What follows belongs to an exercise in optimizing a design on an open flow for small area, a short achievable clock period and few clock cycles per item; a production flow would make more cautious choices. The RTL was checked by simulation tests, not by an equivalence proof against the original design. Power figures rest on the tool's default switching activity, not on a simulated workload.

== red ==
// erf_smoothed_box_profile
module erf_smoothed_box_profile (
    input  logic               i_clk,
    input  logic               i_rst_n,
    input  logic               i_valid,
    output logic               o_stall,
    input  logic               i_mode,
    input  logic [4:0]         i_param_index,
    input  logic signed [31:0] i_param_value,
    input  logic [11:0]        i_point_index,
    output logic               o_valid,
    input  logic               i_stall,
    output logic [11:0]        o_point_out,
    output logic signed [47:0] o_density,
    input  logic               i_cfg_we,
    input  logic [2:0]         i_cfg_idx,
    input  logic [31:0]        i_cfg_data
);
    localparam int S_IDLE = 0;
    localparam int S_PREP = 1;
    localparam int S_BOX  = 2;
    localparam int S_J    = 3;
    localparam int S_J2   = 4;
    localparam int S_E    = 5;
    localparam int S_EX   = 6;
    localparam int S_P1   = 7;
    localparam int S_P2   = 8;
    localparam int S_P3   = 9;
    localparam int S_P4   = 10;
    localparam int S_FIN  = 11;
    localparam int NS     = 12;
    logic signed [31:0] r_scale;
    logic [15:0]        r_inv;
    logic [4:0]         r_bcnt;
    logic [15:0]        r_psp;
    logic [23:0]        r_loff;
    logic [23:0]        r_bsp;
    logic               r_cw;
    logic [2:0]         r_ci;
    logic [31:0]        r_cd;
    logic signed [31:0] r_pr [17];
    logic [4:0]         r_hp;
    logic signed [47:0] r_step  [16];
    logic signed [47:0] r_super;
    logic               r_b0v, r_b1v;
    logic               r_b0m, r_b1m;
    logic [4:0]         r_b0i, r_b1i;
    logic [31:0]        r_b0d, r_b1d;
    logic               r_stall;
    logic               r_l1v, r_l2v, r_l3v, r_l4v, r_l5v;
    logic [4:0]         r_l1i, r_l2i, r_l3i, r_l4i, r_l5i;
    logic signed [48:0] r_lr;
    logic signed [32:0] r_ma;
    logic signed [16:0] r_mb;
  ...
==> flow/config.mk <==
export PLATFORM = sky130hd
export DESIGN_NAME = erf_smoothed_box_profile
export DESIGN_NICKNAME = erf_smoothed_box_profile
export VERILOG_FILES = /design/flow/design.v
export SDC_FILE = /design/flow/constraint.sdc
export NUM_CORES = 4
export LEC_CHECK = 0
export CAP_MARGIN = 20
export CORE_MARGIN = 2
export CORE_UTILIZATION = 55
export CTS_BUF_LIST = sky130_fd_sc_hd__clkbuf_8
export SLEW_MARGIN = 20
==> flow/constraint.sdc <==
create_clock -name core_clock -period 15.0 [get_ports {i_clk}]
set_input_delay 3.0000 -clock core_clock [delete_from_list [all_inputs] [get_ports {i_clk}]]
set_output_delay 3.0000 -clock core_clock [all_outputs]
set_load 0.01 [all_outputs]
run.sh (not shown) runs the stock make flow with config.mk's settings and CLKGATE_MAP_FILE= SYNTH_SCRIPT=/design/flow/synth_recipe.tcl, a recipe that flattens the netlist after the stock synthesis.
Testbench counts of red, summed over its fixed seeds: cycles 1,255, points 512.
### red -> blue
--- a/flow/design.v
+++ b/flow/design.v
@@ -527,14 +527,16 @@
     logic [4:0]         r_dcnt;
     logic [16:0]        r_drem;
     logic [18:0]        r_h;
     logic signed [19:0] r_l;
     logic               r_dirty;
     logic signed [47:0] r_rsat;
     logic signed [31:0] r_ths;
+    logic signed [31:0] r_hb;       
+    logic signed [31:0] r_lb;       
     logic               r_e1v, r_emv, r_e2v;
     logic [11:0]        r_e1x, r_emx, r_e2x;
     logic signed [31:0] r_emp;
     logic               r_e2fs, r_e2fz;
     logic [NS-1:0]      r_st;
     logic [4:0]         r_k;
     logic [15:0]        r_koh;
@@ -627,16 +629,16 @@
     erfsb_erf u_erf (
         .i_m (w_m),
         .o_e (w_e)
     );
     logic signed [31:0] w_dn;
     logic w_nsat, w_nnz;
     assign w_dn   = r_d - 32'(r_bsp);
-    assign w_nsat = !w_inv0 && (33'(w_dn) > $signed({14'd0, r_h}));
-    assign w_nnz  = w_inv0 || (33'(w_dn) > 33'(r_l));
+    assign w_nsat = !w_inv0 && (r_d > r_hb);
+    assign w_nnz  = w_inv0 || (r_d > r_lb);
     logic signed [55:0] w_opb;
     logic signed [55:0] w_sum;
     always_comb begin
         if (r_l4v || r_st[S_P3] || r_st[S_P4]) w_opb = 56'(r_p);
         else if (r_st[S_E] || r_st[S_EX])      w_opb = 56'(w_stepk);
         else                            w_opb = 56'($signed({w_stepk, 1'b0}));
     end
@@ -890,14 +892,16 @@
             end
             if (r_st[S_PREP]) begin
                 if (r_k < w_n) begin
                     if (r_k != 5'd0) r_d <= r_d + 32'(r_bsp);
                 end else begin
                     r_rsat <= f_clamp2(r_acc);
                     r_ths  <= r_d;
+                    r_hb   <= 32'(r_h) + 32'(r_bsp);
+                    r_lb   <= 32'(r_l) + 32'(r_bsp);
                 end
             end
             if (r_st[S_BOX]) begin
                 r_d    <= w_dn;
                 r_fsat <= w_nsat;
                 r_fnz  <= w_nnz;
             end
Findings:
Summary of blue over red: design area went up; multi-input logic portion of the cell area went down; sequential power went up. Compared with red, number of placed instances, taps included in blue increased by a few percent. Of red and blue, the run reporting the higher clock tree buffer count of the final layout was red. Relative to red, the initial standard-cell utilization of the core of blue is lower by 0.16 points. Die area | blue > red. The achievable frequency in blue was lower than what red gave. In the flow results for red and blue, the sum of net half-perimeters after detailed placement is smaller on red. The met3 usage in global routing in blue was higher than what red gave. Row area occupied by registers: blue higher / red lower. Cmp red and blue / mapped cell area / lower: red. blue vs. red: sequential cell count went up by about 2.2%.
Testbench counts of blue, summed over its fixed seeds: cycles 1,255, points 512.

the baseline:
erf_smoothed_box_profile, a different RTL version from the one above (not shown whole).
For scale: roughly 12,000 cells after synthesis, about 130,000 um^2 of cells after synthesis.
## erf_smoothed_box_profile
module erf_smoothed_box_profile (
    input  logic               i_clk,
    input  logic               i_rst_n,
    input  logic               i_valid,
    output logic               o_stall,
    input  logic               i_mode,
    input  logic [4:0]         i_param_index,
    input  logic signed [31:0] i_param_value,
    input  logic [11:0]        i_point_index,
    output logic               o_valid,
    input  logic               i_stall,
    output logic [11:0]        o_point_out,
    output logic signed [47:0] o_density,
    input  logic               i_cfg_we,
    input  logic [2:0]         i_cfg_idx,
    input  logic [31:0]        i_cfg_data
);
Settings: LEC_CHECK=0, CAP_MARGIN=20, CORE_MARGIN=2, CORE_UTILIZATION=60, CTS_BUF_LIST=sky130_fd_sc_hd__clkbuf_8, SLEW_MARGIN=20; clock period 15.0 ns.
Testbench counts of the baseline, summed over its fixed seeds: cycles 1,255, points 512.
The following lists how the candidate was set up differently from the baseline:
--- a/flow/design.v
+++ b/flow/design.v
@@ -516,26 +516,24 @@
     logic [49:0]        r_ms, r_mc;
     logic signed [49:0] r_p;
     logic               r_dbusy;
     logic [4:0]         r_dcnt;
     logic [16:0]        r_drem;
     logic [18:0]        r_h;
     logic signed [19:0] r_l;
     logic               r_dirty;
     logic signed [47:0] r_rsat;
     logic signed [31:0] r_ths;      
     logic signed [31:0] r_hl;       
     logic signed [31:0] r_lz;       
-    logic signed [31:0] r_hb;       
-    logic signed [31:0] r_lb;       
     logic               r_e1v, r_emv, r_e2v;
     logic [11:0]        r_e1x, r_emx, r_e2x;
     logic signed [31:0] r_emp;
     logic               r_e2fs, r_e2fz;
     logic [NS-1:0]      r_st;
     logic [4:0]         r_k;
     logic [15:0]        r_koh;
     logic signed [55:0] r_acc;
     logic signed [31:0] r_d;
     logic [11:0]        r_u;
     logic [9:0]         r_j;
     logic               r_fsat, r_fnz;
@@ -652,26 +650,26 @@
         else if (w_slow_start || r_st[S_P2]) w_mb = {1'b0, r_inv};
         else if (r_st[S_E] && !w_full) begin
             w_mb     = {1'b0, w_e[15:0]};
             w_mb_neg = !w_rpos;
         end else begin
             w_mb    = '0;
             w_mb_ld = 1'b0;
         end
     end
     logic signed [31:0] w_dn;
     logic w_nsat, w_nnz;
     assign w_dn   = r_d - 32'(r_bsp);
-    assign w_nsat = !w_inv0 && (r_d > r_hb);
-    assign w_nnz  = w_inv0 || (r_d > r_lb);
+    assign w_nsat = !w_inv0 && (33'(w_dn) > $signed({14'd0, r_h}));
+    assign w_nnz  = w_inv0 || (33'(w_dn) > 33'(r_l));
     logic signed [55:0] w_opb;
     logic signed [55:0] w_sum;
     always_comb begin
         if (r_op_p)      w_opb = 56'(r_p);
         else if (r_op_1) w_opb = 56'(w_stepk);
         else                            w_opb = 56'($signed({w_stepk, 1'b0}));
     end
     assign w_sum = r_acc + w_opb;
     logic signed [47:0] w_res;
     assign w_res = r_st[S_FIN] ? f_clamp2(r_acc) : (r_e2fs ? r_rsat : f_clamp2(56'(r_super)));
     logic [NS-1:0] w_nst;
     logic          w_after;    
@@ -924,26 +922,24 @@
                 r_d    <= w_dn;
                 r_fsat <= w_nsat;
                 r_fnz  <= w_nnz;
             end
             if (r_st[S_J])  r_u <= w_mp[19:8];
             if (r_st[S_J2]) r_j <= w_j;
         end
         if (r_st[S_PREP] && r_k >= w_n) begin
             r_rsat <= f_clamp2(r_acc);
             r_ths  <= r_d;
             r_hl   <= 32'(r_h) + 32'(r_loff);
             r_lz   <= 32'(r_l) + 32'(r_loff);
-            r_hb   <= 32'(r_h) + 32'(r_bsp);
-            r_lb   <= 32'(r_l) + 32'(r_bsp);
         end
         if (!r_ov || !i_stall) begin
             if (r_sv) begin
                 r_opt  <= r_spt;
                 r_dens <= r_sdens;
             end else if (w_e2_go) begin
                 r_opt  <= r_e2x;
                 r_dens <= w_res;
             end
         end else if (w_e2_go) begin
             r_spt   <= r_e2x;
             r_sdens <= w_res;
### Flow results
- The candidate contains fewer vias than the baseline.
- On area growth from synthesis to layout: the candidate sits below the baseline.
- Per the comparison of the candidate with the baseline, global-route usage shrank by 0.37 points; area of the core shrank by 3200 um^2; internal power component shrank by 2.0%; routed wire length on met3 shrank by about 3%.
Testbench counts of the candidate, summed over its fixed seeds: cycles 1,255, points 512.

-- afterwards: timing with drivers on the ports --
Ports are ideal in the flow. The routed layouts listed here were re-timed in OpenROAD.
Step 1 (the two cells are an assumption about what drives the block):
set clk [get_ports {i_clk}]
set_driving_cell -lib_cell sky130_fd_sc_hd__clkbuf_16 $clk
set_driving_cell -lib_cell sky130_fd_sc_hd__buf_2 [delete_from_list [all_inputs] $clk]
Step 2 also shifts input and output timing later by t, the mid clock arrival at the registers, as if the neighbouring blocks saw the same clock.
a / b / c = no drivers / after step 1 / after step 2; a / b = the first two.
run	t, ns	setup WS [ns]	worst register clock-pin slew, ns	pins driven straight from the clock port
red	1.169	8.315 / 8.315 / 8.315	0.08 / 0.08	1
blue	1.181	8.215 / 8.215 / 8.215	0.07 / 0.07	1
the baseline	1.184	8.375 / 8.375 / 8.375	0.07 / 0.07	1
the candidate	1.159	8.234 / 8.234 / 8.234	0.08 / 0.08	1
After both steps every run listed still meets setup and hold.
